This design comes from an exercise in tuning for a short achievable clock period and few clock cycles on the open sky130 flow, not from production work. The RTL was checked by simulation tests, not by an equivalence proof against the original design. No activity file was given, so power comes from the tool's default toggle rates.

### config.mk
export PLATFORM = sky130hd
export DESIGN_NAME = cache_controller
export DESIGN_NICKNAME = cache_controller
export VERILOG_FILES = /design/flow/design.v
export SDC_FILE = /design/flow/constraint.sdc
export NUM_CORES = 4
export LEC_CHECK = 0
export ABC_CLOCK_PERIOD_IN_PS = 2300
export CAP_MARGIN = 20
export CORE_MARGIN = 2
export CORE_UTILIZATION = 40
export SETUP_SLACK_MARGIN = 3.1
export SLEW_MARGIN = 20
### constraint.sdc
create_clock -name core_clock -period 5.5 [get_ports {clk}]
set_input_delay 1.1000 -clock core_clock [delete_from_list [all_inputs] [get_ports {clk}]]
set_output_delay 1.1000 -clock core_clock [all_outputs]
set_load 0.01 [all_outputs]
### design.v
`default_nettype none
package cache_pkg;
	localparam int BYTE_OFF_W = $clog2(32 / 8);
	localparam int WORD_OFF_W = $clog2(4);
	localparam int BANK_W = $clog2(2);
	localparam int INDEX_W = $clog2(8);
	localparam int TAG_W = 32 - INDEX_W - BANK_W - WORD_OFF_W - BYTE_OFF_W;
	typedef logic [32-1:0] word_t;
	typedef logic [4*32-1:0] line_t;
	typedef struct packed {
		logic [TAG_W-1:0] tag;
		logic [INDEX_W-1:0] index;
		logic [BANK_W-1:0] bank;
		logic [WORD_OFF_W-1:0] word;
		logic [BYTE_OFF_W-1:0] byte_off;
	} addr_fields_t;
	typedef union packed {
		logic [32-1:0] flat;
		addr_fields_t f;
	} addr_u;
	typedef enum logic [1:0] {
		ROUTE_DIRECT = 2'd0,
		ROUTE_CTRL = 2'd1,
		ROUTE_EMPTY = 2'd2,
		ROUTE_CACHED = 2'd3
	} route_e;
endpackage
`default_nettype wire
`default_nettype none
`timescale 1ns/10ps
module cache_controller (
	input logic clk,
	input logic reset,
	input logic procreq_val,
	input logic procreq_we,
	input logic procreq_domain,
	input cache_pkg::addr_u procreq_addr,
	input cache_pkg::word_t procreq_wdata,
	output logic procreq_rdy,
	output logic procresp_val,
	output cache_pkg::word_t procresp_data,
	input logic procresp_rdy,
	output logic memreq_val,
	output logic memreq_we,
	output cache_pkg::addr_u memreq_addr,
	output cache_pkg::word_t memreq_wdata,
	input logic memreq_rdy,
	input logic memresp_val,
	input cache_pkg::line_t memresp_line
);
	localparam int NL = 2 * 8;   
	localparam int DQ = 8;    
	localparam int DM = 8;    
	localparam int DR = 4;    
	localparam int QW = $clog2(DQ);
	localparam int MW = $clog2(DM);
	logic rdy_q;
	logic [DQ-1:0] oq_wen;
	logic [DM-1:0] mq_wen;    
	logic s2_v, s2_mpush;
	logic s2_uselb, s2_fill, s2_rdhit, s2_wupd, s2_we;
	logic [31:0] s2_addr, s2_wdata;
	logic s0_v, s0_we, s0_dom;
	logic [31:0] s0_addr, s0_wdata;
	logic s0_is0, s0_is4, s0_lt_b, s0_lt_w;
	logic s0_same_y, s0_heq_y, s0_same_z, s0_heq_z;
	logic [NL-1:0] s0_dec, s0_match;
	logic [31:0] boundary;
	logic [NL-1:0] vld;
	logic [NL-1:0][23:0] tags;
	logic rdy_o;
	assign procreq_rdy = rdy_o;
	logic [NL-1:0] in_dec, in_match;
	always_comb begin
		for (int l = 0; l < NL; l++) begin
			in_dec[l] = (procreq_addr[7:4] == l);
			in_match[l] = vld[l] && (tags[l] == procreq_addr[31:8]);
		end
	end
	always_ff @(posedge clk) begin
		s0_we <= procreq_we;
		s0_dom <= procreq_domain;
		s0_addr <= procreq_addr;
		s0_wdata <= procreq_wdata;
		s0_is0 <= (procreq_addr == 32'h0);
		s0_is4 <= (procreq_addr == 32'h4);
		s0_lt_b <= (procreq_addr < boundary);
		s0_lt_w <= (procreq_addr < s0_wdata);
		s0_dec <= in_dec;
		s0_match <= in_match;
		s0_same_y <= (procreq_addr[7:4] == s0_addr[7:4]);
		s0_heq_y <= (procreq_addr[31:8] == s0_addr[31:8]);
		s0_same_z <= (procreq_addr[7:4] == s2_addr[7:4]);
		s0_heq_z <= (procreq_addr[31:8] == s2_addr[31:8]);
	end
	logic s1_setb, s1_fill, s3_fill;
	logic [NL-1:0] s2_tw;
	logic lt, cached, tag_hit, hit;
	logic [3:0] s_idx;
	assign s_idx = s0_addr[7:4];
	assign lt = s1_setb ? s0_lt_w : s0_lt_b;
	assign cached = !s0_is0 && !s0_is4 && lt;
	assign tag_hit = (s1_fill && s0_same_y) ? s0_heq_y
		: (s3_fill && s0_same_z) ? s0_heq_z : |(s0_match & s0_dec);
	assign hit = cached && tag_hit;
	logic op_uselb, op_fill, op_rdhit, op_wupd, op_mem;
	assign op_uselb = !s0_is4 && !s0_we && !hit;
	assign op_fill = !s0_is4 && !s0_we && cached && !tag_hit;
	assign op_rdhit = !s0_is4 && !s0_we && hit;
	assign op_wupd = !s0_is4 && s0_we && hit;
	assign op_mem = !s0_is4 && !(!s0_we && hit);
	always_ff @(posedge clk) begin
		if (reset) begin
			boundary <= 32'h0000_c000;
			vld <= '0;
			s1_setb <= 1'b0;
			s1_fill <= 1'b0;
			s3_fill <= 1'b0;
			s2_tw <= '0;
		end else begin
			if (s0_v && s0_is4 && s0_dom) boundary <= s0_wdata;
			for (int l = 0; l < NL; l++) begin
				if (s2_tw[l]) vld[l] <= 1'b1;
			end
			s1_setb <= s0_v && s0_is4 && s0_dom;
			s1_fill <= s0_v && op_fill;
			s3_fill <= s1_fill;
			s2_tw <= s0_dec & {NL{s0_v && op_fill}};
		end
	end
	always_ff @(posedge clk) begin
		for (int l = 0; l < NL; l++) begin
			if (s2_tw[l]) tags[l] <= s2_addr[31:8];
		end
	end
	always_ff @(posedge clk) begin
		s2_uselb <= op_uselb;
		s2_fill <= op_fill;
		s2_rdhit <= op_rdhit;
		s2_wupd <= op_wupd;
		s2_we <= s0_we;
		s2_addr <= s0_addr;
		s2_wdata <= s0_wdata;
	end
	localparam int OW = 4 + 4 + 2 + 32;
	logic [DQ-1:0][OW-1:0] oq;
	logic [DQ-1:0] oq_wp, oq_rp;    
	logic [QW:0] oq_cnt;
	logic oq_pop;
	always_ff @(posedge clk) begin
		for (int i = 0; i < DQ; i++) begin
			if (oq_wen[i]) oq[i] <= {s2_uselb, s2_fill, s2_rdhit, s2_wupd, s2_addr[7:2], s2_wdata};
		end
	end
	localparam int MQW = 1 + 32 + 32;
	logic [DM-1:0][MQW-1:0] mq;
	logic [DM-1:0] mq_wp, mq_rp;    
	logic [MW:0] mq_cnt;
	logic mq_pop;
	always_ff @(posedge clk) begin
		for (int i = 0; i < DM; i++) begin
			if (mq_wen[i]) mq[i] <= {s2_we, s2_we ? s2_addr : {s2_addr[31:4], 4'h0}, s2_wdata};
		end
	end
	logic mr_v, mr_we;
	logic [31:0] mr_addr, mr_wdata;
	logic rd_pend;            
	logic [1:0] lb_cnt;
	logic take;
	logic mo_we;
	logic [31:0] mo_addr, mo_wdata;
	logic mo_v;
	assign memreq_val = mo_v;
	assign memreq_we = mo_we;
	assign memreq_addr = mo_addr;
	assign memreq_wdata = mo_wdata;
	assign take = mr_v && memreq_rdy;
	logic [MQW-1:0] mq_head;
	always_comb begin
		mq_head = '0;
		for (int i = 0; i < DM; i++) begin
			mq_head = mq_head | (mq[i] & {MQW{mq_rp[i]}});
		end
	end
	logic rd_ok, mq_ne, rd_pend_nx;
	logic [MW:0] mq_cnt_nx;
	assign mq_pop = !mr_v && mq_ne && (mq_head[MQW-1] || rd_ok);
	assign mq_cnt_nx = mq_pop ? (s2_mpush ? mq_cnt : mq_cnt - 1'b1) : (s2_mpush ? mq_cnt + 1'b1 : mq_cnt);
	assign rd_pend_nx = take ? !mr_we : (memresp_val ? 1'b0 : rd_pend);
	always_ff @(posedge clk) begin
		if (reset) begin
			mr_v <= 1'b0;
			rd_pend <= 1'b0;
		end else begin
			if (take) begin
				mr_v <= 1'b0;
			end else if (mq_pop) begin
				mr_v <= 1'b1;
			end
			rd_pend <= rd_pend_nx;
		end
	end
	always_ff @(posedge clk) begin
		if (mq_pop) {mr_we, mr_addr, mr_wdata} <= mq_head;
		{mo_we, mo_addr, mo_wdata} <= mq_pop ? mq_head : {mr_we, mr_addr, mr_wdata};
	end
	logic [1:0][127:0] lb;
	logic lb_wp, lb_rp;
	logic lb_push, lb_pop;
	logic [127:0] lb_head;
	assign lb_push = memresp_val && rd_pend;
	always_ff @(posedge clk) begin
		if (lb_push && !lb_wp) lb[0] <= memresp_line;
		if (lb_push && lb_wp) lb[1] <= memresp_line;
		if (lb_pop) begin
			lb_head <= (lb_cnt == 2'd2) ? (lb_rp ? lb[0] : lb[1]) : memresp_line;
		end else if (lb_cnt == 2'd0) begin
			lb_head <= memresp_line;
		end
	end
	logic b0_v, b0_uselb, b0_fill, b0_rdhit;
	logic [1:0] b0_word;
	logic [31:0] b0_wdata;
	logic [NL-1:0] b0_rsel;          
	logic [NL-1:0][3:0] b0_wmask;    
	logic b2_v, b2_rd;
	logic [1:0] b2_word;
	logic [127:0] b2_line;
	logic [2:0] rq_cnt;
	logic exec;
	logic lb_ne, oq_ne, rq_room;
	logic [1:0] lb_cnt_nx;
	logic [QW:0] oq_cnt_nx;
	assign exec = b0_v && (!b0_uselb || lb_ne) && rq_room;
	assign lb_pop = exec && b0_uselb;
	assign oq_pop = oq_ne && (!b0_v || exec);
	assign lb_cnt_nx = lb_pop ? (lb_push ? lb_cnt : lb_cnt - 1'b1) : (lb_push ? lb_cnt + 1'b1 : lb_cnt);
	assign oq_cnt_nx = oq_pop ? (s2_v ? oq_cnt : oq_cnt - 1'b1) : (s2_v ? oq_cnt + 1'b1 : oq_cnt);
	logic oh_uselb, oh_fill, oh_rdhit, oh_wupd;
	logic [3:0] oh_idx;
	logic [1:0] oh_word;
	logic [31:0] oh_wdata;
	logic [OW-1:0] oq_head;
	always_comb begin
		oq_head = '0;
		for (int i = 0; i < DQ; i++) begin
			oq_head = oq_head | (oq[i] & {OW{oq_rp[i]}});
		end
	end
	assign {oh_uselb, oh_fill, oh_rdhit, oh_wupd, oh_idx, oh_word, oh_wdata} = oq_head;
	always_ff @(posedge clk) begin
		if (reset) begin
			b0_v <= 1'b0;
		end else if (oq_pop) begin
			b0_v <= 1'b1;
		end else if (exec) begin
			b0_v <= 1'b0;
		end
	end
	always_ff @(posedge clk) begin
		if (oq_pop) begin
			b0_uselb <= oh_uselb;
			b0_fill <= oh_fill;
			b0_rdhit <= oh_rdhit;
			b0_word <= oh_word;
			b0_wdata <= oh_wdata;
			for (int l = 0; l < NL; l++) begin
				b0_rsel[l] <= (oh_idx == l);
				for (int w = 0; w < 4; w++) begin
					b0_wmask[l][w] <= (oh_idx == l) && (oh_fill || (oh_wupd && oh_word == w));
				end
			end
		end
	end
	logic [NL-1:0][127:0] data;
	for (genvar l = 0; l < NL; l++) begin : g_line
		for (genvar w = 0; w < 4; w++) begin : g_word
			always_ff @(posedge clk) begin
				if (exec && b0_wmask[l][w]) begin
					data[l][32*w +: 32] <= b0_fill ? lb_head[32*w +: 32] : b0_wdata;
				end
			end
		end
	end
	logic [127:0] rd_line;
	always_comb begin
		rd_line = '0;
		for (int l = 0; l < NL; l++) begin
			rd_line = rd_line | (data[l] & {128{b0_rsel[l]}});
		end
	end
	always_ff @(posedge clk) begin
		if (reset) begin
			b2_v <= 1'b0;
		end else begin
			b2_v <= exec;
		end
		b2_rd <= b0_uselb || b0_rdhit;
		b2_word <= b0_word;
		b2_line <= b0_uselb ? lb_head : rd_line;
	end
	logic [DR-1:0][31:0] rq;
	logic [31:0] b2_data;
	logic rv, rq_pop;
	logic [2:0] rq_cnt_nx;
	always_comb begin
		case (b2_word)
			2'd0: b2_data = b2_line[31:0];
			2'd1: b2_data = b2_line[63:32];
			2'd2: b2_data = b2_line[95:64];
			default: b2_data = b2_line[127:96];
		endcase
		if (!b2_rd) b2_data = 32'h0;
	end
	assign procresp_val = rv;
	logic [31:0] po_data;    
	logic [DR-1:0] rq_wp, rq_rp, rq_rp1;    
	logic [31:0] rq_h0, rq_h1;
	assign procresp_data = po_data;
	assign rq_pop = (rq_cnt != 3'd0) && procresp_rdy;
	assign rq_cnt_nx = rq_pop ? (b2_v ? rq_cnt : rq_cnt - 1'b1) : (b2_v ? rq_cnt + 1'b1 : rq_cnt);
	logic [2:0] rq_fill;
	logic rq_room_nx;
	assign rq_fill = rq_cnt + {2'b0, b2_v};
	assign rq_room_nx = exec ? (rq_pop ? (rq_fill <= 3'(DR - 1)) : (rq_fill <= 3'(DR - 2)))
		: (rq_pop ? (rq_fill <= 3'(DR)) : (rq_fill <= 3'(DR - 1)));
	assign rq_rp1 = {rq_rp[DR-2:0], rq_rp[DR-1]};
	always_comb begin
		rq_h0 = '0;
		rq_h1 = '0;
		for (int i = 0; i < DR; i++) begin
			rq_h0 = rq_h0 | (rq[i] & {32{rq_rp[i]}});
			rq_h1 = rq_h1 | (rq[i] & {32{rq_rp1[i]}});
		end
		if (rq_cnt == 0) rq_h0 = b2_data;
		if (rq_cnt <= 1) rq_h1 = b2_data;
	end
	always_ff @(posedge clk) begin
		po_data <= rq_pop ? rq_h1 : rq_h0;
		for (int i = 0; i < DR; i++) begin
			if (b2_v && rq_wp[i]) rq[i] <= b2_data;
		end
	end
	always_ff @(posedge clk) begin
		if (reset) begin
			rq_wp <= DR'(1);
			rq_rp <= DR'(1);
		end else begin
			if (b2_v) rq_wp <= {rq_wp[DR-2:0], rq_wp[DR-1]};
			if (rq_pop) rq_rp <= rq_rp1;
		end
	end
	always_ff @(posedge clk) begin
		if (reset) begin
			rdy_q <= 1'b1;
			s0_v <= 1'b0;
			s2_v <= 1'b0;
			s2_mpush <= 1'b0;
			oq_wen <= '0;
			mq_wen <= '0;
			oq_wp <= DQ'(1); oq_rp <= DQ'(1); oq_cnt <= '0;
			mq_wp <= DM'(1); mq_rp <= DM'(1); mq_cnt <= '0;
			lb_wp <= 1'b0; lb_rp <= 1'b0; lb_cnt <= '0;
			rq_cnt <= '0;
			rv <= 1'b0;
			lb_ne <= 1'b0; rd_ok <= 1'b1; oq_ne <= 1'b0; mq_ne <= 1'b0; rq_room <= 1'b1;
		end else begin
			s0_v <= procreq_val && rdy_q;
			s2_v <= s0_v;
			s2_mpush <= s0_v && op_mem;
			oq_wen <= {DQ{s0_v}} & (s2_v ? {oq_wp[DQ-2:0], oq_wp[DQ-1]} : oq_wp);
			mq_wen <= {DM{s0_v && op_mem}} & (s2_mpush ? {mq_wp[DM-2:0], mq_wp[DM-1]} : mq_wp);
			rdy_q <= ({1'b0, oq_cnt} + s0_v + s2_v + rdy_q + 1 <= DQ)
				&& ({1'b0, mq_cnt} + s0_v + s2_v + rdy_q + 1 <= DM);
			if (s2_v) oq_wp <= {oq_wp[DQ-2:0], oq_wp[DQ-1]};
			if (oq_pop) oq_rp <= {oq_rp[DQ-2:0], oq_rp[DQ-1]};
			oq_cnt <= oq_cnt_nx;
			if (s2_mpush) mq_wp <= {mq_wp[DM-2:0], mq_wp[DM-1]};
			if (mq_pop) mq_rp <= {mq_rp[DM-2:0], mq_rp[DM-1]};
			mq_cnt <= mq_cnt_nx;
			if (lb_push) lb_wp <= !lb_wp;
			if (lb_pop) lb_rp <= !lb_rp;
			lb_cnt <= lb_cnt_nx;
			lb_ne <= lb_push || (lb_cnt == 2'd2) || (lb_cnt == 2'd1 && !lb_pop);
			rd_ok <= ({1'b0, rd_pend_nx} + lb_cnt_nx <= 2'd1);
			oq_ne <= s2_v || (oq_cnt > 1) || (oq_cnt == 1 && !oq_pop);
			mq_ne <= s2_mpush || (mq_cnt > 1) || (mq_cnt == 1 && !mq_pop);
			rq_room <= rq_room_nx;
			rq_cnt <= rq_cnt_nx;
			rv <= (rq_cnt_nx != 0);
		end
	end
	always_ff @(posedge clk) begin
		rdy_o <= reset || ((({1'b0, oq_cnt} + s0_v + s2_v + rdy_q) < DQ)
			&& (({1'b0, mq_cnt} + s0_v + s2_v + rdy_q) < DM));
		mo_v <= !reset && (mq_pop || (mr_v && !memreq_rdy));
	end
endmodule
`default_nettype wire
### flow/run.sh
#!/bin/bash
# The standard layout, with one change after placement: each flip-flop that drives only an output
# port is moved, with the port's buffer, next to the port's pin (then legalized), so the
# clock-to-output path has no long wire. Each tool's output goes to a log file here.
set -euo pipefail
W=$(pwd)
R=$W/orfs/results/${FLOW_PLATFORM}/cache_controller/base
bash standard.sh place > std_place.log 2>&1
MV_IN=$R/3_place.odb MV_OUT=$R/3_place_moved.odb openroad -no_init -exit flow/move_out.tcl > move_out.log 2>&1
cp $R/3_place_moved.odb $R/3_place.odb
bash standard.sh finish > std_finish.log 2>&1
test -f out/final.def
### flow/move_out.tcl
# Move each flip-flop that drives only an output port, and the port buffer, next to the port pin,
# then legalize. Reads and writes the ODB named by env MV_IN / MV_OUT.
read_db $::env(MV_IN)
set block [ord::get_db_block]
set core [$block getCoreArea]
set cx0 [$core xMin]; set cy0 [$core yMin]; set cx1 [$core xMax]; set cy1 [$core yMax]
set moved 0
foreach bt [$block getBTerms] {
  if {[$bt getIoType] != "OUTPUT"} continue
  set net [$bt getNet]
  set buf ""
  foreach it [$net getITerms] { if {[$it isOutputSignal]} { set buf [$it getInst] } }
  if {$buf == ""} continue
  set ff ""
  foreach it [$buf getITerms] {
    if {[$it isInputSignal]} {
      set n2 [$it getNet]
      if {$n2 == "NULL"} continue
      foreach it2 [$n2 getITerms] { if {[$it2 isOutputSignal]} { set ff [$it2 getInst] } }
    }
  }
  if {$ff == ""} continue
  # only flip-flops whose output drives nothing but the port buffer
  set qn ""
  foreach it [$ff getITerms] { if {[$it isOutputSignal]} { set qn [$it getNet] } }
  if {$qn == "" || [llength [$qn getITerms]] != 2} continue
  if {![string match "*dfxtp*" [[$ff getMaster] getName]] && ![string match "*dfrtp*" [[$ff getMaster] getName]]} continue
  set bb [$bt getBBox]
  set px [expr {([$bb xMin] + [$bb xMax]) / 2}]
  set py [expr {([$bb yMin] + [$bb yMax]) / 2}]
  # target point just inside the core
  set tx [expr {max($cx0 + 2000, min($cx1 - 12000, $px))}]
  set ty [expr {max($cy0 + 2000, min($cy1 - 6000, $py))}]
  $buf setLocation $tx $ty
  $ff setLocation $tx $ty
  incr moved
}
puts "moved $moved output flops"
detailed_placement
check_placement -verbose
write_db $::env(MV_OUT)
### standard.sh
#!/bin/bash
# synth_recipe.tcl (not shown) runs the flow's synth.tcl, then flattens the netlist and writes it again
# the make line also repeats each setting of config.mk as NAME=value (left out here)
make -C /OpenROAD-flow-scripts/flow DESIGN_CONFIG=/design/flow/config.mk WORK_HOME=/design/flow/orfs CLKGATE_MAP_FILE= SYNTH_SCRIPT=/design/flow/synth_recipe.tcl "${@:-finish}"
==> results.txt, run 1 <==
run status=complete, no violations; Final Hold Violating Endpoints=0; Crit path depth=1; area delta synth->final=15.8%; Core Region=a little over 0.4 mm²; Slew HR=roughly 21%; WL per Instance=about 32 µm; wirelength, routed=about 520000 µm; Max Cap Viol=0; delay-heaviest family, CP=flip-flops; setup tns final=0 ns; first-pass detailed-route iteration total=8; global route total overflow=0; initial antenna violation count=60; final core occ=between 40% and 50%; Worst Path Buf+Inv=1; register area share after synthesis=between 70% and 80%; worst-margin pin slew=1.18 ns; Synth Cell Area=0.165 mm²; Post-Synth Simple-Gate Area=roughly 5.1%; GPL Wtd Cong=between 0.8 and 0.9; CP Max Fanout=1; area share of fa/ha/maj cells after synthesis=less than 1%; area fraction in compound gates after synthesis=9.17%; Synth Area in XOR/XNOR=roughly 2.4%; largest family of logic cells by synthesized area=compound AO/OA/AOI/OAI gates; Gate power share=between 20% and 30%; post-synth net total=around 10000; Req. time, crit path=roughly 4.4 ns; arrival time of the worst setup path=1.44 ns; fraction of registers with async set or reset after synthesis=0%; Seq pwr share=between 40 and 50%; Die ar.=around 0.42 mm²; WS Path Type=flop to primary output; Min-Delay Path Depth=0; nets=10700; row count=236; vias per cell=about 5.9; clk_skew=roughly 0.084 ns; number of global-route vias before repair=roughly 93000; Synth cell types=62; warnings from Yosys=1; CTS tree=built; worst hold path class=flop to flop; Pleak=around 63 nW; Initial Util=roughly two fifths; min Tclk post-route=between 2 and 3 ns; Max Slew Vio Count=0; Max VDD drop=0.000439 V; via count of the routed design=96100; CP startpoint kind=flop; 1st-iter DRT viols=about 12000; share of layout cells above drive strength 1=between 10 and 15%; achievable frequency=~0.39 GHz; number of synthesized register bits=4539; Final setup viols=0; crit-path max cell delay=~0.32 ns; # IOs=300; root buf cell=clkbuf_16; Reg clk slew, reported paths=around 0.060 ns; Clock power frac=between 30% and 40%; number of synthesized flops with an enable pin=about 4000; Avg Inst Size Synth=16.7 µm²; Clock Latency Late Sink=approximately 1.0 ns; Crit-path slowest cell=dfxtp_2; htree depth=5; DP HPWL=between 200000 and 300000 µm; Final ANT Viol Nets=0; cts bufs inserted=432; R2R Setup Slk=between 2 and 3 ns; Critical Path, Cell by Cell=buf_6; pwr/cell area=between 500 and 600 mW/mm²; Synth Instances=between 9000 and 10000; Psw=30.0 mW; Power Internal=about 66 mW; mux cell area share after synthesis=under 10%; Switching Share=between 30% and 40%; final worst path period share=a little under half; DRC viols=0; global-route wire length before repair=between 700000 and 800000 µm; RSZ-0062 raised after global routing=true; die outline height=around 650 µm; largest net degree at the start of global routing=approximately 90; gr usage total=approximately a quarter; CP endpoint kind=primary output; Buffers on Ports=299; ys flop type=edfxtp_1; R2R depth=6; Longest Clk Path Bufs=4; Chip Width=about 650 µm; fillcell total=roughly 35000; Num Clock Sinks=between 4000 and 5000
-- flip-flops by register name (all words and copies together) (netlist names), 64 cells and up --
| name | count |
|---|---|
| b0_wmask | 64 |
| tags | 384 |
| mq | 520 |
| b2_line | 128 |
| lb_head | 128 |
| oq | 336 |
| data | 2048 |
| rq | 128 |
| lb | 256 |
-- area by class of cell --
type                    instances  area, µm²  share of cell area [%]
repair buffers                618       6200                    3.24
flip-flops and latches       4539     131000                    68.4
inverters                     232        910                   0.475
diodes                        145        363                   0.190
clock inverters               218       2320                    1.21
multi-input cells            4573      31900                    16.6
clock buffers                 597      12000                    6.27
well taps                    5474       6850                    3.58
-- cells by family after synthesis --
family                   Yosys count
AND/OR/NAND/NOR                 1782
AO/OA/AOI/OAI                   2026
multiplexers                     222
flip-flops                      4539
XOR/XNOR                         453
adder cells (fa/ha/maj)           85
buffers and inverters            805
-- layer usage --
layer | track usage, % | vias up | part of all wire (%)
li1 | - | 40200 | -
met1 | 30.6 | 49700 | 37
met2 | 39.4 | 5269 | 48
met3 | 4.12 | 993 | 8.7
met4 | 15.4 | 24 | 6.8
met5 | 0 | - | 0.028
-- through the flow --
| stage | instances | setup slack, ns | cell area, µm² | hold slack, ns | power [mW] |
|---|---|---|---|---|---|
| 2_1_floorplan | 9912 | 2.01 | 165000 | 0.310 | 55.4 |
| 3_3_place_gp | 15400 | 1.67 | 175000 | 0.312 | 64.9 |
| 3_5_place_dp | 15400 | 1.83 | 175000 | 0.313 | 65.4 |
| 4_1_cts | 16200 | 2.88 | 191000 | 0.333 | 96.0 |
| 5_1_grt | 16400 | 2.92 | 191000 | 0.350 | 98.9 |
| 6_report | 16400 | 2.96 | 191000 | 0.328 | 96.4 |
-- cell usage in the layout, fill, tap and decap left out, drive strengths merged, types with 8 or more instances in the layout --
master and count:
nand4 287, clkbuf 599, a21oi 301, xnor2 169
nor2 501, nand2b 46, nor4 84, nor2b 12
edfxtp 3982, nor3 131, xor2 284, nand2 463
clkinv 162, a221oi 285, mux4 32, o21ai 23
o22ai 33, buf 440, and3 11, dfxtp 557
mux2i 160, a22oi 1021, bufinv 33, mux2 30
o221ai 32, a21o 11, nand3 136, and2 98
inv 247, a22o 282, a211oi 9, diode 145
clkdlybuf4s50 167, ha 81, clkinvlp 8
-- synthesized netlist by cell type (all sizes together), types with 3 or more instances --
master     n  area (µm²)
a21oi    301        1510
clkbuf   307        1150
o221ai    32         280
o22ai     33         206
mux4      32         721
a311oi     3        26.3
edfxtp  3982      120000
o21ai     23         126
nand2    463        1740
a21o      11        82.6
mux2i    160        1600
mux2      30         338
nor3b      3        22.5
nor3     131         656
a211oi     9        80.1
nand2b    46         288
inv      231         867
nor4      84         526
nor2b     12        75.1
a31oi      7        56.3
fa         4        80.1
a22oi   1021        7660
xnor2    169        1480
o21a       4        30.0
a211o      3        26.3
nor2     501        1880
and2      97         607
a221oi   285        2500
buf      266        1220
dfxtp    557       11200
xor2     284        2490
and3       7        48.8
nand4    287        1800
and4       7        61.3
nand3b     3        22.5
nand3    136         681
ha        81        1010
o31ai      3        22.5
a22o     282        2470
-- power by group through the flow --
stage               Sequential [mW]  Combinational [mW]  Clock (mW)
finish                         46.7                19.8        29.9
global route                   46.8                20.6        31.4
CTS                            46.6                19.3        30.1
detailed placement             47.6                17.8           0
global placement               47.5                17.4           0
floorplan                      45.8                9.57           0
-- worst paths after layout --
path,start,end
setup reg to reg,b0_rsel[1],b2_line[60]
hold reg to reg,s0_addr[0],s2_addr[0]
hold / removal,s0_addr[0],s2_addr[0]
setup / recovery,po_data[25],procresp_data[25]
-- timing repair --
| item | 4_1_cts | 5_1_grt |
|---|---|---|
| setup endpoints to repair | 4217 | 634 |
| hold buffers | 0 | 0 |
| setup buffers | 44 | 11 |
| gates cloned | 10 | 0 |
| pin swaps | 17 | 3 |
| resized for setup | 680 | 97 |
Testbench counts, summed over its fixed seeds: cycles 131,065.
==> inputs of run 2 (changes only) <==
--- a/design.v
+++ b/design.v
@@ -64,3 +64,3 @@
 	logic [31:0] s0_addr, s0_wdata;
-	logic s0_is0, s0_is4, s0_lt_b, s0_lt_w;
+	logic s0_is0, s0_is4;
 	logic s0_same_y, s0_heq_y, s0_same_z, s0_heq_z;
@@ -86,4 +86,2 @@
 		s0_is4 <= (procreq_addr == 32'h4);
-		s0_lt_b <= (procreq_addr < boundary);
-		s0_lt_w <= (procreq_addr < s0_wdata);
 		s0_dec <= in_dec;
@@ -95,3 +93,3 @@
 	end
-	logic s1_setb, s1_fill, s3_fill;
+	logic s1_fill, s3_fill;
 	logic [NL-1:0] s2_tw;
@@ -100,3 +98,3 @@
 	assign s_idx = s0_addr[7:4];
-	assign lt = s1_setb ? s0_lt_w : s0_lt_b;
+	assign lt = (s0_addr < boundary);
 	assign cached = !s0_is0 && !s0_is4 && lt;
@@ -115,3 +113,2 @@
 			vld <= '0;
-			s1_setb <= 1'b0;
 			s1_fill <= 1'b0;
@@ -124,3 +121,2 @@
 			end
-			s1_setb <= s0_v && s0_is4 && s0_dom;
 			s1_fill <= s0_v && op_fill;
@@ -223,7 +219,6 @@
 	logic [31:0] b0_wdata;
-	logic [NL-1:0] b0_rsel;          
+	logic [NL-1:0][3:0] b0_rsel;     
 	logic [NL-1:0][3:0] b0_wmask;    
-	logic b2_v, b2_rd;
-	logic [1:0] b2_word;
-	logic [127:0] b2_line;
+	logic b2_v;
+	logic [3:0][31:0] b2_part;
 	logic [2:0] rq_cnt;
@@ -267,3 +262,5 @@
 			for (int l = 0; l < NL; l++) begin
-				b0_rsel[l] <= (oh_idx == l);
+				for (int w = 0; w < 4; w++) begin
+					b0_rsel[l][w] <= (oh_idx == l) && (oh_word == w) && oh_rdhit;
+				end
 				for (int w = 0; w < 4; w++) begin
@@ -284,8 +281,20 @@
 	end
-	logic [127:0] rd_line;
+	logic [3:0][31:0] rd_part;
+	logic [31:0] lb_word;
 	always_comb begin
-		rd_line = '0;
-		for (int l = 0; l < NL; l++) begin
-			rd_line = rd_line | (data[l] & {128{b0_rsel[l]}});
+		for (int g = 0; g < 4; g++) begin
+			rd_part[g] = '0;
+			for (int l = 4 * g; l < 4 * g + 4; l++) begin
+				for (int w = 0; w < 4; w++) begin
+					rd_part[g] = rd_part[g] | (data[l][32*w +: 32] & {32{b0_rsel[l][w]}});
+				end
+			end
 		end
+		case (b0_word)
+			2'd0: lb_word = lb_head[31:0];
+			2'd1: lb_word = lb_head[63:32];
+			2'd2: lb_word = lb_head[95:64];
+			default: lb_word = lb_head[127:96];
+		endcase
+		if (!b0_uselb) lb_word = '0;
 	end
@@ -297,5 +306,4 @@
 		end
-		b2_rd <= b0_uselb || b0_rdhit;
-		b2_word <= b0_word;
-		b2_line <= b0_uselb ? lb_head : rd_line;
+		b2_part[0] <= rd_part[0] | lb_word;
+		for (int g = 1; g < 4; g++) b2_part[g] <= rd_part[g];
 	end
@@ -306,9 +314,3 @@
 	always_comb begin
-		case (b2_word)
-			2'd0: b2_data = b2_line[31:0];
-			2'd1: b2_data = b2_line[63:32];
-			2'd2: b2_data = b2_line[95:64];
-			default: b2_data = b2_line[127:96];
-		endcase
-		if (!b2_rd) b2_data = 32'h0;
+		b2_data = b2_part[0] | b2_part[1] | b2_part[2] | b2_part[3];
 	end
==> run 2 against run 1 <==
  * Flip-flop and latch count is 41 higher
  * Core utilization is 0.28 points higher
  * Clock skew is 0.036 ns higher
  * Clock power is 3% higher
  * Total power is 2.0% lower
  * Critical path depth is 3 higher
  * Die area is 0.47% lower
  * Synthesized cell count is 4.3% lower
  * Register-to-register slack worse by 0.11 ns
  * Global-route usage is 1.5 points higher
  * Area after synthesis is 0.48% lower
  * Maximum frequency is 3.7% lower
  * Critical endpoint is now data[1605]
==> results.txt, run 2 <==
run status=complete, no violations (unchanged); gr usage total=25.9% (was 24.4%); Clock Latency Late Sink=1.03 ns (was 1.01 ns); Post-Synth Simple-Gate Area=4.86% (was 5.11%); htree depth=5 (unchanged); die outline height=645 µm (was 647 µm); number of synthesized flops with an enable pin=4029 (was 3982); warnings from Yosys=1 (unchanged); worst hold-check slack=0.366 ns (was 0.328 ns); clk_skew=0.120 ns (was 0.0835 ns); via count of the routed design=98000 (was 96100); crit-path max cell delay=0.74 ns (was 0.32 ns); first-pass detailed-route iteration total=6 (was 8); max reg flops=2048 (unchanged); Req. time, crit path=6.08 ns (was 4.40 ns); WL per Instance=35.1 µm (was 32.0 µm); worst-margin pin slew=1.20 ns (was 1.18 ns); nets=10300 (was 10700); Min-Delay Path Depth=0 (unchanged); Num Clock Sinks=4580 (was 4539); CP endpoint kind=flop (was primary output); CP Max Fanout=32 (was 1); Critical Path, Cell by Cell=clkinvlp_4 -> o211a_4 -> buf_4 -> and2_4 (was buf_6); synth cell count leaders=edfxtp_1 (4029), a22oi_1 (692), nor2_1 (559) (was edfxtp_1 (3982), a22oi_1 (1021), dfxtp_1 (557)); DP HPWL=310000 µm (was 293000 µm); DRC viols=0 (unchanged); row count=235 (was 236); number of global-route vias before repair=95100 (was 92900); Max VDD drop=0.000462 V (was 0.000439 V); most common cell in the netlist=edfxtp_1 (unchanged); # IOs=300 (unchanged); Max Slew Vio Count=0 (unchanged); root buf cell=clkbuf_16 (unchanged); Die ar.=0.416 mm² (was 0.418 mm²); CP startpoint kind=flop (unchanged); share of layout cells above drive strength 1=14.7% (was 13.5%); Synth Cell Area=0.165 mm² (about the same); Initial Util=40.2% (was 40.1%); top-area cell type share of the netlist area=73.5% (was 72.3%); Chip Width=645 µm (was 647 µm); GPL Wtd Cong=0.867 (was 0.851); largest net degree at the start of global routing=161 (was 91); fraction of registers with async set or reset after synthesis=0% (unchanged); Max Cap Viol=0 (unchanged); largest family of logic cells by synthesized area=compound AO/OA/AOI/OAI gates (unchanged); cts bufs inserted=438 (was 432); initial antenna violation count=30 (was 60); min Tclk post-route=2.64 ns (was 2.54 ns); ys flop type=edfxtp_1 (unchanged); CTS Hold Bufs=0 (unchanged); register area share after synthesis=80.2% (was 79.1%); number of synthesized register bits=4580 (was 4539); RSZ-0062 raised after global routing=true (unchanged); CTS tree=built (unchanged); Synth Instances=9482 (was 9912); WS Path Type=flop to flop (was flop to primary output); vias per cell=6.17 (was 5.86); Final setup viols=0 (unchanged); setup tns final=0 ns (unchanged); worst hold path class=flop to flop (unchanged); global route total overflow=0 (unchanged); area fraction in compound gates after synthesis=9.18% (was 9.17%); Pleak=61.7 nW (was 62.7 nW); achievable frequency=0.379 GHz (was 0.393 GHz); Slew HR=20.1% (was 21.5%); Reg clk slew, reported paths=0.06 ns (about the same); area leader, netlist=edfxtp_1 (unchanged); final worst path period share=48.0% (was 46.3%); post-synth net total=9736 (was 10200); arrival time of the worst setup path=3.23 ns (was 1.44 ns); Synth cell types=60 (was 62); 1st-iter DRT viols=15000 (was 12000); Synth Area in XOR/XNOR=2.41% (was 2.40%); Final Hold Violating Endpoints=0 (unchanged); pwr/cell area=493 mW/mm² (was 503 mW/mm²); Crit-path slowest cell=and2_4 (was dfxtp_2); wirelength, routed=557000 µm (was 524000 µm); R2R depth=4 (was 6); commonest non-fill, non-tap cell in the layout=edfxtp_1 (unchanged); most frequent cells in the layout=edfxtp_1 (4029), a22oi_1 (692), nor2_1 (537), clkbuf_16 (453), a221oi_1 (449) (was edfxtp_1 (3982), a22oi_1 (1021), nor2_1 (484), nand2_1 (461), clkbuf_16 (438)); most flop-heavy register=data (unchanged); Core Region=0.410 mm² (was 0.412 mm²); global-route wire length before repair=759000 µm (was 723000 µm); area share of fa/ha/maj cells after synthesis=0.429% (was 0.662%); biggest regs=data (2048), mq (520), tags (384) (unchanged); Final ANT Viol Nets=0 (unchanged); Longest Clk Path Bufs=4 (unchanged); mux cell area share after synthesis=1.42% (was 1.61%); Avg Inst Size Synth=17.4 µm² (was 16.7 µm²); area delta synth->final=16.3% (was 15.8%); Synth area leaders=edfxtp_1 (74%), dfxtp_1 (6.7%), a22oi_1 (3.2%), a221oi_1 (2.4%), a22o_1 (2.4%) (was edfxtp_1 (72%), dfxtp_1 (6.7%), a22oi_1 (4.6%), a221oi_1 (1.5%), xor2_1 (1.5%)); Buffers on Ports=299 (unchanged)
run 2: cell types whose count changed after synthesis, moves of 100 or more:
cell / before / now
buf_2: 160 / 51
a22o_1: 282 / 448
a21oi_1: 299 / 199
inv_1: 230 / 84
a221oi_1: 285 / 449
a22oi_1: 1021 / 692
run 2: worst paths after layout:
check                                    to   startpoint  slack (ns)
worst max-delay path             data[1605]     b0_uselb        2.86
worst min-delay path            s2_wdata[5]  s0_wdata[5]        0.37
worst max register to register   data[1605]     b0_uselb        2.86
worst min register to register  s2_wdata[5]  s0_wdata[5]        0.37
run 2: logic make-up (layout without fill, tap and decap cells):
| kind of cell | Yosys count | in the layout |
|---|---|---|
| other | 0 | 11 |
| adders and majority gates | 54 | 54 |
| and+or+nand+nor | 1674 | 1701 |
| AOI/OAI and AO/OA | 1923 | 1925 |
| xor gates and xnor gates | 452 | 452 |
| muxes | 194 | 194 |
| DFF | 4580 | 4580 |
| buffers and inverters | 605 | 1513 |
run 2: final cells by class:
| cell class | count | area (µm²) |
|---|---|---|
| clock buffers | 594 | 12300 |
| well taps | 5451 | 6820 |
| repair inverters | 1 | 8.76 |
| diodes | 11 | 27.5 |
| flip-flops and latches | 4580 | 132000 |
| inverters | 85 | 362 |
| fillers | 34100 | 218000 |
| multi-input cells | 4326 | 31300 |
| clock inverters | 235 | 2420 |
| repair buffers | 598 | 5840 |
run 2: power breakdown:
| part | internal, mW | total (mW) | switching (mW) |
|---|---|---|---|
| registers | 43.7 | 45.6 | 1.97 |
| logic | 4.45 | 18.1 | 13.6 |
| clock network | 17.4 | 30.7 | 13.3 |
run 2: through the flow:
step | power, mW | utilization, % | cell area [µm²] | worst slack (ns) | instances
2_1_floorplan | 53.1 | - | 165000 | 2.02 | 9482
3_3_place_gp | 62.1 | 42.7 | 175000 | 1.93 | 15000
3_5_place_dp | 62.5 | 42.7 | 175000 | 1.93 | 15000
4_1_cts | 93.5 | 46.5 | 190000 | 2.86 | 15800
5_1_grt | 96.3 | 46.7 | 191000 | 2.85 | 15900
6_report | 94.4 | 46.7 | 191000 | 2.86 | 15900
run 2: repair_timing:
item | in CTS | in global routing
buffers inserted | 18 | 24
endpoints found under the hold margin | 0 | 0
gates resized for setup | 648 | 185
pin swaps | 33 | 41
endpoints found under the setup margin | 2435 | 1502
gates cloned | 34 | 3
run 2: metal layers:
metal	track usage [%]	wire (µm)	up-vias
li1	-	-	39100
met1	34.7	207000	50500
met4	11.3	28200	16
met2	39.9	252000	7133
met5	0	98	-
met3	6.58	69800	1292
run 2: worst max-delay path, delay by kind of cell, from the launching register on:
kind                   cells  cell delay, ns
AOI/OAI and AO/OA          1            0.37
buffers and inverters      2            0.56
DFF                        1            0.43
and+or+nand+nor            1            0.74
Testbench counts of run 2, summed over its fixed seeds: cycles 131,065.
==> inputs of run 3 (changes only) <==
--- a/config.mk
+++ b/config.mk
@@ -7,3 +7,3 @@
 export LEC_CHECK = 0
-export ABC_CLOCK_PERIOD_IN_PS = 2300
+export ABC_CLOCK_PERIOD_IN_PS = 2200
 export CAP_MARGIN = 20
@@ -11,3 +11,3 @@
 export CORE_UTILIZATION = 40
-export SETUP_SLACK_MARGIN = 3.1
+export SETUP_SLACK_MARGIN = 3.3
 export SLEW_MARGIN = 20
==> run 3 against run 2 <==
  * Critical path depth shrank 3
  * Wire length up 0.33%
  * Clock power is 2% lower
  * Largest power group unchanged
  * Maximum frequency is 4.3% higher
  * Worst hold slack improved by 0.018 ns
  * Final cell count increased by 1.2%
  * Final area increased by 1.3%
  * Highest routed layer unchanged
  * Sequential power is essentially flat
==> results.txt, run 3 <==
M1 WL=206000 µm (was 207000 µm); vias per cell=6.15 (was 6.17); top sig layer=met5 (unchanged); CP Max Fanout=1 (was 32); commonest non-fill, non-tap cell in the layout=edfxtp_1 (unchanged); area delta synth->final=17.8% (was 16.3%); synth cell count leaders=edfxtp_1 (4029), a22oi_1 (692), nor2_1 (559) (unchanged); worst hold-check slack=0.384 ns (was 0.366 ns); setup tns final=0 ns (unchanged); biggest regs=data (2048), mq (520), tags (384) (unchanged); final core occ=47.3% (was 46.7%); Met2 Wirelength=253000 µm (was 252000 µm); area of the multi-input gates=0.0319 mm² (was 0.0313 mm²); 1st-iter DRT viols=15900 (was 15000); worst hold path class=flop to flop (unchanged); fraction of registers with async set or reset after synthesis=0% (unchanged); Avg Inst Size Synth=17.4 µm² (unchanged); Buffers on Ports=299 (unchanged); Synth Instances=9482 (unchanged); Final setup viols=0 (unchanged); most common cell in the netlist=edfxtp_1 (unchanged); nets=10500 (was 10300); Synth cell types=60 (unchanged); routed wire length on met3=72000 µm (was 69800 µm); Gate power share=19.9% (was 19.1%); crit-path max cell delay=0.35 ns (was 0.74 ns); Synth Cell Area=0.165 mm² (unchanged); largest net degree at the start of global routing=129 (was 161); cts bufs inserted=437 (was 438); Num Clock Sinks=4580 (unchanged); post-synth net total=9736 (unchanged); R2R depth=4 (unchanged); wirelength, routed=559000 µm (was 557000 µm); Power Internal=65.7 mW (was 65.6 mW); final worst path period share=46.1% (was 48.0%); clk_skew=0.0678 ns (was 0.120 ns); initial antenna violation count=30 (unchanged); Slew HR=17.5% (was 20.1%); warnings from Yosys=1 (unchanged); arrival time of the worst setup path=1.43 ns (was 3.23 ns); CP endpoint kind=primary output (was flop); Crit path depth=1 (was 4); WL per Instance=34.7 µm (was 35.1 µm); gr usage total=25.7% (was 25.9%); run status=complete, no violations (unchanged); Synth Area in XOR/XNOR=2.41% (unchanged); Max Slew Vio Count=0 (unchanged); CP startpoint kind=flop (unchanged); htree depth=5 (unchanged); fillcell total=33900 (was 34100); pwr/cell area=488 mW/mm² (was 493 mW/mm²); Initial Util=40.2% (unchanged); Final ANT Viol Nets=0 (unchanged); CTS tree=built (unchanged); Seq pwr share=48.2% (was 48.3%); GPL Wtd Cong=0.861 (was 0.867); area fraction in compound gates after synthesis=9.18% (unchanged); root buf cell=clkbuf_16 (unchanged); Final Hold Violating Endpoints=0 (unchanged); row count=235 (unchanged); mux cell area share after synthesis=1.42% (unchanged); most flop-heavy register=data (unchanged); Switching Share=30.5% (was 30.6%); Req. time, crit path=4.40 ns (was 6.08 ns); Synth area leaders=edfxtp_1 (74%), dfxtp_1 (6.7%), a22oi_1 (3.2%), a221oi_1 (2.4%), a22o_1 (2.4%) (unchanged); Clock Latency Late Sink=1.01 ns (was 1.03 ns); top-area cell type share of the netlist area=73.5% (unchanged); Die ar.=0.416 mm² (unchanged); Worst Path Buf+Inv=1 (was 2); Min-Delay Path Depth=0 (unchanged); number of synthesized flops with an enable pin=4029 (unchanged); Longest Clk Path Bufs=4 (unchanged); global-route wire length before repair=756000 µm (was 759000 µm); largest family of logic cells by synthesized area=compound AO/OA/AOI/OAI gates (unchanged); share of layout cells above drive strength 1=16.9% (was 14.7%); min Tclk post-route=2.53 ns (was 2.64 ns); WS Path Type=flop to primary output (was flop to flop); Post-Synth Simple-Gate Area=4.86% (unchanged); number of synthesized register bits=4580 (unchanged); register area=0.132 mm² (about the same); worst-margin pin slew=1.23 ns (was 1.20 ns); register area share after synthesis=80.2% (unchanged); Max VDD drop=0.000413 V (was 0.000462 V); number of global-route vias before repair=95000 (was 95100); # IOs=300 (unchanged); Reg clk slew, reported paths=0.06 ns (about the same); via count of the routed design=98900 (was 98000); Chip Width=645 µm (unchanged); DRC viols=0 (unchanged); Clock power frac=31.9% (was 32.5%); Critical Path, Cell by Cell=buf_6 (was clkinvlp_4 -> o211a_4 -> buf_4 -> and2_4); delay-heaviest family, CP=flip-flops (was simple AND/OR/NAND/NOR gates); achievable frequency=0.395 GHz (was 0.379 GHz); RSZ-0062 raised after global routing=true (unchanged); Psw=28.9 mW (about the same); Pleak=62.8 nW (was 61.7 nW); most frequent cells in the layout=edfxtp_1 (4029), a22oi_1 (692), nor2_1 (491), clkbuf_16 (460), a221oi_1 (449) (was edfxtp_1 (4029), a22oi_1 (692), nor2_1 (537), clkbuf_16 (453), a221oi_1 (449)); first-pass detailed-route iteration total=7 (was 6); DP HPWL=311000 µm (was 310000 µm); max reg flops=2048 (unchanged); Core Region=0.410 mm² (unchanged); area share of fa/ha/maj cells after synthesis=0.429% (unchanged); die outline height=645 µm (unchanged); global route total overflow=0 (unchanged); ys flop type=edfxtp_1 (unchanged); area leader, netlist=edfxtp_1 (unchanged); Crit-path slowest cell=dfxtp_2 (was and2_4); Max Cap Viol=0 (unchanged)
run 3: layout make-up:
type | instances | share of cell area (%)
antenna | 13 | 0.0168
clock buffer | 615 | 6.42
clock inverter | 210 | 1.04
inverter | 85 | 0.185
multi-input combinational | 4346 | 16.5
sequential | 4580 | 68.2
tap | 5451 | 3.52
timing repair buffer | 775 | 4.10
timing repair inverter | 2 | 0.0103
run 3: final timing paths:
path | startpoint | endpoint | slack [ns]
worst max register to register | b0_uselb | data[1955] | 3.02
worst max-delay path | po_data[6] | procresp_data[6] | 2.97
worst min register to register | s0_wdata[12] | s2_wdata[12] | 0.38
worst min-delay path | s0_wdata[12] | s2_wdata[12] | 0.38
run 3: per-layer routing:
layer	track usage [%]	vias to the layer above
li1	-	39600
met4	10.4	12
met1	34.5	50700
met3	6.45	1354
met2	40.0	7219
met5	0	-
run 3: repair_timing:
action	CTS	global route
gates cloned	51	23
resized for setup	848	229
pin swaps	73	18
setup endpoints to repair	4949	853
hold buffers	0	0
buffers inserted	136	40
run 3: metrics by stage:
step | setup WS (ns) | std cells | area, µm² | power, mW
2_1_floorplan | 2.02 | 9482 | 165000 | 53.1
3_3_place_gp | 1.73 | 15000 | 175000 | 62.0
3_5_place_dp | 1.84 | 15000 | 175000 | 62.4
4_1_cts | 2.91 | 16000 | 192000 | 93.6
5_1_grt | 2.94 | 16100 | 194000 | 96.6
6_report | 2.97 | 16100 | 194000 | 94.6
run 3: cell families after synthesis:
group,Yosys count
adders and majority gates,54
muxes,194
DFF,4580
AOI/OAI and AO/OA,1923
xor gates and xnor gates,452
buffers and inverters,605
and+or+nand+nor,1674
run 3: power by group through the flow:
| stage | registers [mW] | logic, mW | clock network (mW) |
|---|---|---|---|
| after floorplan | 45.2 | 7.85 | 0 |
| after global placement | 46.2 | 15.8 | 0 |
| after detailed placement | 46.2 | 16.1 | 0 |
| after CTS | 45.4 | 17.8 | 30.3 |
| after global routing | 45.8 | 19.1 | 31.7 |
| final | 45.6 | 18.8 | 30.2 |
==> inputs of run 4 (changes only) <==
--- a/config.mk
+++ b/config.mk
@@ -10,3 +10,3 @@
 export CORE_MARGIN = 2
-export CORE_UTILIZATION = 40
+export CORE_UTILIZATION = 45
 export SETUP_SLACK_MARGIN = 3.3
==> run 4 against run 3 <==
  * Highest routed layer unchanged
  * Combinational power hardly changed
  * Critical endpoint is now mq_wen[5]
  * Flip-flop and latch count unchanged
  * Still clean on timing, DRC and antenna
  * Register-to-register slack worse by 0.096 ns
==> results.txt, run 4 <==
run status=complete, no violations (unchanged); setup tns final=0 ns (unchanged); Final ANT Viol Nets=0 (unchanged); CTS tree=built (unchanged); Synth cell types=60 (unchanged); largest net degree at the start of global routing=129 (unchanged); Num Clock Sinks=4580 (unchanged); most used cell, CP=buf_12; CP Max Fanout=5 (was 1); Crit-path slowest cell=or4b_4 (was dfxtp_2); fraction of registers with async set or reset after synthesis=0% (unchanged); global route total overflow=0 (unchanged); area leader, netlist=edfxtp_1 (unchanged); wirelength, routed=551000 µm (was 559000 µm); Final Hold Violating Endpoints=0 (unchanged); Clock Latency Late Sink=1.02 ns (was 1.01 ns); htree depth=5 (unchanged); CP startpoint kind=flop (unchanged); max reg flops=2048 (unchanged); Avg Inst Size Synth=17.4 µm² (unchanged); vias per cell=6.34 (was 6.15); dpl cell area=0.174 mm² (was 0.175 mm²); WL per Instance=35.6 µm (was 34.7 µm); final worst path period share=46.8% (was 46.1%); Critical Path, Cell by Cell=ha_4 -> nand4_1 -> nor3_2 -> or4b_4 -> a31oi_4 -> buf_12 -> nor4b_4 -> buf_6 -> buf_12 -> nor4_2 (was buf_6); root buf cell=clkbuf_16 (unchanged); Pleak=62.9 nW (was 62.8 nW); number of synthesized register bits=4580 (unchanged); worst-margin pin slew=1.29 ns (was 1.23 ns); Synth area leaders=edfxtp_1 (74%), dfxtp_1 (6.7%), a22oi_1 (3.2%), a221oi_1 (2.4%), a22o_1 (2.4%) (unchanged); min Tclk post-route=2.58 ns (was 2.53 ns); Initial Util=45.1% (was 40.2%); Buffers on Ports=299 (unchanged); CTS Hold Bufs=0 (unchanged); Chip Width=609 µm (was 645 µm); initial antenna violation count=24 (was 30); Max Slew Vio Count=0 (unchanged); commonest non-fill, non-tap cell in the layout=edfxtp_1 (unchanged); global-route wire length before repair=753000 µm (was 756000 µm); biggest regs=data (2048), mq (520), tags (384) (unchanged); Core Region=0.365 mm² (was 0.410 mm²); row count=222 (was 235); register area share after synthesis=80.2% (unchanged); Synth Instances=9482 (unchanged); GPL Wtd Cong=0.874 (was 0.861); arrival time of the worst setup path=3.43 ns (was 1.43 ns); Reg clk slew, reported paths=0.06 ns (about the same); number of synthesized flops with an enable pin=4029 (unchanged); cts bufs inserted=446 (was 437); DRC viols=0 (unchanged); achievable frequency=0.388 GHz (was 0.395 GHz); die outline height=609 µm (was 645 µm); most common cell in the netlist=edfxtp_1 (unchanged); Die ar.=0.370 mm² (was 0.416 mm²); final non-filler cell total=15500 (was 16100); most flop-heavy register=data (unchanged); most frequent cells in the layout=edfxtp_1 (4029), a22oi_1 (691), nor2_1 (536), clkbuf_16 (468), a22o_1 (448) (was edfxtp_1 (4029), a22oi_1 (692), nor2_1 (491), clkbuf_16 (460), a221oi_1 (449)); area delta synth->final=17.4% (was 17.8%); 1st-iter DRT viols=15200 (was 15900); Req. time, crit path=6.35 ns (was 4.40 ns); clk_skew=0.0920 ns (was 0.0678 ns); RSZ-0062 raised after global routing=true (unchanged); CP endpoint kind=flop (was primary output); WS Path Type=flop to flop (was flop to primary output); Slew HR=13.5% (was 17.5%); Final Power=95.4 mW (was 94.6 mW); Synth Cell Area=0.165 mm² (unchanged); ys flop type=edfxtp_1 (unchanged); synth cell count leaders=edfxtp_1 (4029), a22oi_1 (692), nor2_1 (559) (unchanged); first-pass detailed-route iteration total=9 (was 7); number of global-route vias before repair=94500 (was 95000); design area=0.193 mm² (was 0.194 mm²); Final setup viols=0 (unchanged); share of layout cells above drive strength 1=17.1% (was 16.9%); pwr/cell area=494 mW/mm² (was 488 mW/mm²); Max VDD drop=0.000484 V (was 0.000413 V); top-area cell type share of the netlist area=73.5% (unchanged); post-synth net total=9736 (unchanged); # IOs=300 (unchanged); Max Cap Viol=0 (unchanged); Longest Clk Path Bufs=4 (unchanged); nets=10500 (about the same); fillcell total=28700 (was 33900); warnings from Yosys=1 (unchanged); worst hold path class=flop to flop (unchanged); DP Cell Count=14400 (was 15000); gr usage total=28.8% (was 25.7%); crit-path max cell delay=0.49 ns (was 0.35 ns); via count of the routed design=98100 (was 98900); DP HPWL=318000 µm (was 311000 µm)
run 4: cell counts after synthesis:
No cell type changed its count.
run 4: repair_timing:
action / 4_1_cts / 5_1_grt
gates resized for setup: 880 / 194
endpoints found under the setup margin: 4573 / 774
buffers inserted: 117 / 64
endpoints found under the hold margin: 0 / 0
gates cloned: 36 / 6
pin swaps: 69 / 23
run 4: final cells by class:
cell class | count | area (µm²) | share of cell area, %
inverter | 85 | 369 | 0.191
clock inverter | 203 | 1990 | 1.03
multi-input combinational | 4326 | 31700 | 16.4
timing repair buffer | 799 | 7830 | 4.05
clock buffer | 643 | 12900 | 6.70
antenna | 13 | 32.5 | 0.0168
tap | 4816 | 6030 | 3.12
timing repair inverter | 2 | 17.5 | 0.00907
sequential | 4580 | 132000 | 68.5
run 4: metrics by stage:
stage	hold WS, ns	util, %	setup WS (ns)
3_3_place_gp	0.349	47.8	1.86
3_5_place_dp	0.360	47.8	1.85
4_1_cts	0.372	52.6	2.90
5_1_grt	0.373	53.0	2.87
6_report	0.372	53.0	2.92
2_1_floorplan	0.323	-	2.02
run 4: metal layers:
metal  routed length (µm)  share of wire, %  global-route usage [%]  up-vias
li1                     -                 -                       -    39500
met3                64200                12                    6.20     1223
met5                   75             0.014                       0        -
met1               205000                37                    39.0    50300
met4                29200               5.3                    13.0       10
met2               252000                46                    44.9     6973
run 4: critical path: cells and delay by family, from the launching register on:
kind | cells | cell delay (ns)
adders and majority gates | 1 | 0.26
AOI/OAI and AO/OA | 1 | 0.25
and+or+nand+nor | 5 | 1.10
DFF | 1 | 0.37
buffers and inverters | 3 | 0.46
run 4: report_power, final:
group,switching [mW],internal [mW]
Sequential,1.93,43.6
Combinational,14.0,5.05
Clock,13.2,17.7
run 4: final timing paths:
check,startpoint,end,slack [ns],cells past startpoint
max,s0_addr[12],mq_wen[5],2.92,10
min,s0_wdata[4],s2_wdata[4],0.37,0
max reg2reg,s0_addr[12],mq_wen[5],2.92,10
min reg2reg,s0_wdata[4],s2_wdata[4],0.37,0
run 4: cells by family (layout without fill, tap and decap cells):
kind of cell	Yosys count	after routing	share of synthesized area, %
flops	4580	4580	80.2
fa+ha+maj	54	54	0.429
other cells	0	13	0
mux	194	194	1.42
simple gates	1674	1699	4.86
compound gates	1923	1927	9.18
buf+inv	605	1732	1.46
xor+xnor	452	452	2.41
==> inputs of run 5 (changes only) <==
--- a/config.mk
+++ b/config.mk
@@ -7,7 +7,7 @@
 export LEC_CHECK = 0
-export ABC_CLOCK_PERIOD_IN_PS = 2200
+export ABC_CLOCK_PERIOD_IN_PS = 2000
 export CAP_MARGIN = 20
 export CORE_MARGIN = 2
-export CORE_UTILIZATION = 45
-export SETUP_SLACK_MARGIN = 3.3
+export CORE_UTILIZATION = 40
+export SETUP_SLACK_MARGIN = 3.5
 export SLEW_MARGIN = 20
==> run 5 against run 4 <==
  * Register-to-register slack about the same
  * Sequential power about the same
  * Area after synthesis unchanged
  * Die area up 12%
  * Count of clock-buffer cells in the layout down 33
  * First-iteration DRC count up 3.4%
  * Final area up 2.2%
  * Synthesized cell count unchanged
  * Largest power group unchanged
  * Highest routed layer unchanged
==> results.txt, run 5 <==
setup tns final=0 ns (unchanged); area leader, netlist=edfxtp_1 (unchanged); Max VDD drop=0.000358 V (was 0.000484 V); Num Clock Sinks=4580 (unchanged); clk_skew=0.0989 ns (was 0.0920 ns); CP endpoint kind=flop (unchanged); Gate power share=21.5% (was 19.9%); Final setup viols=0 (unchanged); commonest non-fill, non-tap cell in the layout=edfxtp_1 (unchanged); area delta synth->final=20.1% (was 17.4%); most common cell in the netlist=edfxtp_1 (unchanged); Clock power frac=31.5% (was 32.4%); Final ANT Viol Nets=0 (unchanged); top-area cell type share of the netlist area=73.5% (unchanged); Die ar.=0.416 mm² (was 0.370 mm²); Clock Latency Late Sink=1.04 ns (was 1.02 ns); Avg Inst Size Synth=17.4 µm² (unchanged); CP startpoint kind=flop (unchanged); Switching Share=31.1% (was 30.4%); gr usage total=26.2% (was 28.8%); Psw=30.3 mW (was 29.0 mW); ys flop type=edfxtp_1 (unchanged); DP Cell Count=15000 (was 14400); Seq pwr share=46.9% (was 47.7%); wirelength, routed=575000 µm (was 551000 µm); pwr/cell area=493 mW/mm² (was 494 mW/mm²); Crit-path slowest cell=or4b_4 (unchanged); GPL Wtd Cong=0.861 (was 0.874); worst hold path class=flop to flop (unchanged); WS Path Type=flop to flop (unchanged); initial antenna violation count=38 (was 24); worst-margin pin slew=1.17 ns (was 1.29 ns); achievable frequency=0.388 GHz (about the same); Synth cell types=60 (unchanged); htree depth=5 (unchanged); final worst path period share=46.9% (was 46.8%); Max Slew Vio Count=0 (unchanged); global-route wire length before repair=766000 µm (was 753000 µm); die outline height=645 µm (was 609 µm); final non-filler cell total=16200 (was 15500); RSZ-0062 raised after global routing=true (unchanged); via count of the routed design=100000 (was 98100); run status=complete, no violations (unchanged); Req. time, crit path=6.36 ns (was 6.35 ns); most flop-heavy register=data (unchanged); largest net degree at the start of global routing=129 (unchanged); delay-heaviest family, CP=simple AND/OR/NAND/NOR gates (unchanged); area of the multi-input gates=0.0333 mm² (was 0.0317 mm²); cts bufs inserted=435 (was 446); DRC viols=0 (unchanged); warnings from Yosys=1 (unchanged); register area=0.132 mm² (about the same); CP Max Fanout=5 (unchanged); arrival time of the worst setup path=3.44 ns (was 3.43 ns); nets=10600 (was 10500); Critical Path, Cell by Cell=inv_4 -> ha_4 -> nand4_1 -> nor3_2 -> or4b_4 -> a31oi_4 -> buf_4 -> buf_6 -> nor4_4 -> buf_6 -> buf_12 -> and2_4 (was ha_4 -> nand4_1 -> nor3_2 -> or4b_4 -> a31oi_4 -> buf_12 -> nor4b_4 -> buf_6 -> buf_12 -> nor4_2); crit-path max cell delay=0.49 ns (about the same); Power Internal=67.2 mW (was 66.4 mW); # IOs=300 (unchanged); post-synth net total=9736 (unchanged); DP HPWL=308000 µm (was 318000 µm); register area share after synthesis=80.2% (unchanged); share of layout cells above drive strength 1=19.7% (was 17.1%); Longest Clk Path Bufs=4 (unchanged); number of global-route vias before repair=95300 (was 94500); synth cell count leaders=edfxtp_1 (4029), a22oi_1 (692), nor2_1 (559) (unchanged); Max Cap Viol=0 (unchanged); biggest regs=data (2048), mq (520), tags (384) (unchanged); Core Region=0.410 mm² (was 0.365 mm²); root buf cell=clkbuf_16 (unchanged); max reg flops=2048 (unchanged); Pleak=64.2 nW (was 62.9 nW); min Tclk post-route=2.58 ns (about the same); fraction of registers with async set or reset after synthesis=0% (unchanged); Chip Width=645 µm (was 609 µm); 1st-iter DRT viols=15700 (was 15200); Buffers on Ports=299 (unchanged); R2R Setup Slk=2.92 ns (about the same); row count=235 (was 222); global route total overflow=0 (unchanged); Initial Util=40.2% (was 45.1%); Worst Path Buf+Inv=5 (was 3); Reg clk slew, reported paths=0.06 ns (about the same); number of synthesized register bits=4580 (unchanged); first-pass detailed-route iteration total=8 (was 9); Final Hold Violating Endpoints=0 (unchanged); Synth area leaders=edfxtp_1 (74%), dfxtp_1 (6.7%), a22oi_1 (3.2%), a221oi_1 (2.4%), a22o_1 (2.4%) (unchanged); Synth Instances=9482 (unchanged); WL per Instance=35.5 µm (was 35.6 µm); CTS tree=built (unchanged); number of synthesized flops with an enable pin=4029 (unchanged); vias per cell=6.19 (was 6.34); most used cell, CP=buf_6 (was buf_12); most frequent cells in the layout=edfxtp_1 (4029), a22oi_1 (687), clkbuf_16 (477), a22o_1 (448), a221oi_1 (445) (was edfxtp_1 (4029), a22oi_1 (691), nor2_1 (536), clkbuf_16 (468), a22o_1 (448)); Slew HR=21.3% (was 13.5%); Synth Cell Area=0.165 mm² (unchanged); fillcell total=33500 (was 28700)
[run 5: cell counts after synthesis]
No cell type changed its count.
[run 5: final timing paths]
check               startpoint     endpoint  cells past startpoint
setup reg to reg  boundary[14]    s2_tw[13]                     12
hold reg to reg    s0_wdata[2]  s2_wdata[2]                      0
setup / recovery  boundary[14]    s2_tw[13]                     12
hold / removal     s0_wdata[2]  s2_wdata[2]                      0
[run 5: power by group through the flow]
stage	logic [mW]	registers (mW)	clock network (mW)
global route	21.2	45.9	32.1
finish	21.0	45.7	30.7
global placement	15.9	46.3	0
floorplan	7.89	45.2	0
CTS	18.8	45.6	30.8
detailed placement	16.1	46.4	0
[run 5: what timing repair did]
action	in CTS	in global routing
endpoints found under the setup margin	5200	2356
resized for setup	1076	488
endpoints found under the hold margin	0	0
pin swaps	111	51
gates cloned	74	44
setup buffers	174	95
hold buffers	0	0
[run 5: through the flow]
stage / setup WS, ns / area [µm²] / total power [mW] / hold WS (ns) / util (%)
final: 2.92 / 198000 / 97.4 / 0.383 / 48.2
after global routing: 2.89 / 197000 / 99.2 / 0.377 / 48.2
after CTS: 2.89 / 194000 / 95.1 / 0.383 / 47.3
after detailed placement: 1.95 / 175000 / 62.5 / 0.376 / 42.7
after global placement: 1.87 / 175000 / 62.2 / 0.365 / 42.7
after floorplan: 2.02 / 165000 / 53.1 / 0.323 / -
[run 5: final cells by class]
type                            count  share of cell area, %
Sequential cell                  4580                   67.0
Antenna cell                       24                 0.0304
Timing Repair inverter              4                 0.0241
Clock inverter                    211                   1.21
Timing Repair Buffer              886                   5.08
Tap cell                         5451                   3.45
Inverter                           85                  0.190
Clock buffer                      610                   6.21
Multi-Input combinational cell   4352                   16.8
[run 5: kinds of logic after synthesis]
kind of cell,after synthesis,synth area share [%]
flops,4580,80.2
compound gates,1923,9.18
simple gates,1674,4.86
buf+inv,605,1.46
xor+xnor,452,2.41
mux,194,1.42
fa+ha+maj,54,0.429
[run 5: worst reg2reg max path, stage by stage, from the launching register on]
cell and delay, ns:
dfxtp_2 0.34, inv_4 0.05, ha_4 0.26, nand4_1 0.14
nor3_2 0.16, or4b_4 0.49, a31oi_4 0.26, buf_4 0.16
buf_6 0.09, nor4_4 0.04, buf_6 0.20, buf_12 0.15
and2_4 0.14
[run 5: metal layers]
layer	vias up	share of wire, %	GRT usage, %
met4	22	5.1	11.9
met1	51500	37	34.7
met2	7516	45	40.0
li1	39800	-	-
met3	1306	13	7.58
met5	-	0.023	0

## what the ideal ports hide
The results above use ideal ports. As a check the final layouts listed here were re-extracted and re-timed, cells and wires unchanged.
Step 1, drivers: a clkbuf_16 drives clk and a buf_2 each remaining input, both assumed.
Step 2 times the ports against the registers' clock, not the clock port: input delays grow and output delays shrink by t, the midpoint of the rising clock arrivals with the driver on.
Three values: ideal ports, drivers, drivers and shift; two values: the first two.
run	t, ns	setup WS [ns]	worst setup path after step 2	worst slew at a driven data input, ns
run 1	1.079	2.956 / 2.839 / 2.087	input to register	0.24
run 2	1.078	2.858 / 2.823 / 2.145	input to register	0.13
run 3	1.085	2.966 / 2.857 / 2.308	input to register	0.10
run 4	1.084	2.924 / 2.839 / 2.293	input to register	0.09
run 5	1.101	2.921 / 2.833 / 2.229	input to register	0.10
After both steps every run listed still meets setup and hold. For run 1, which loses most, drivers alone change the setup slack by -0.117 ns; drivers and shift together by -0.869 ns.
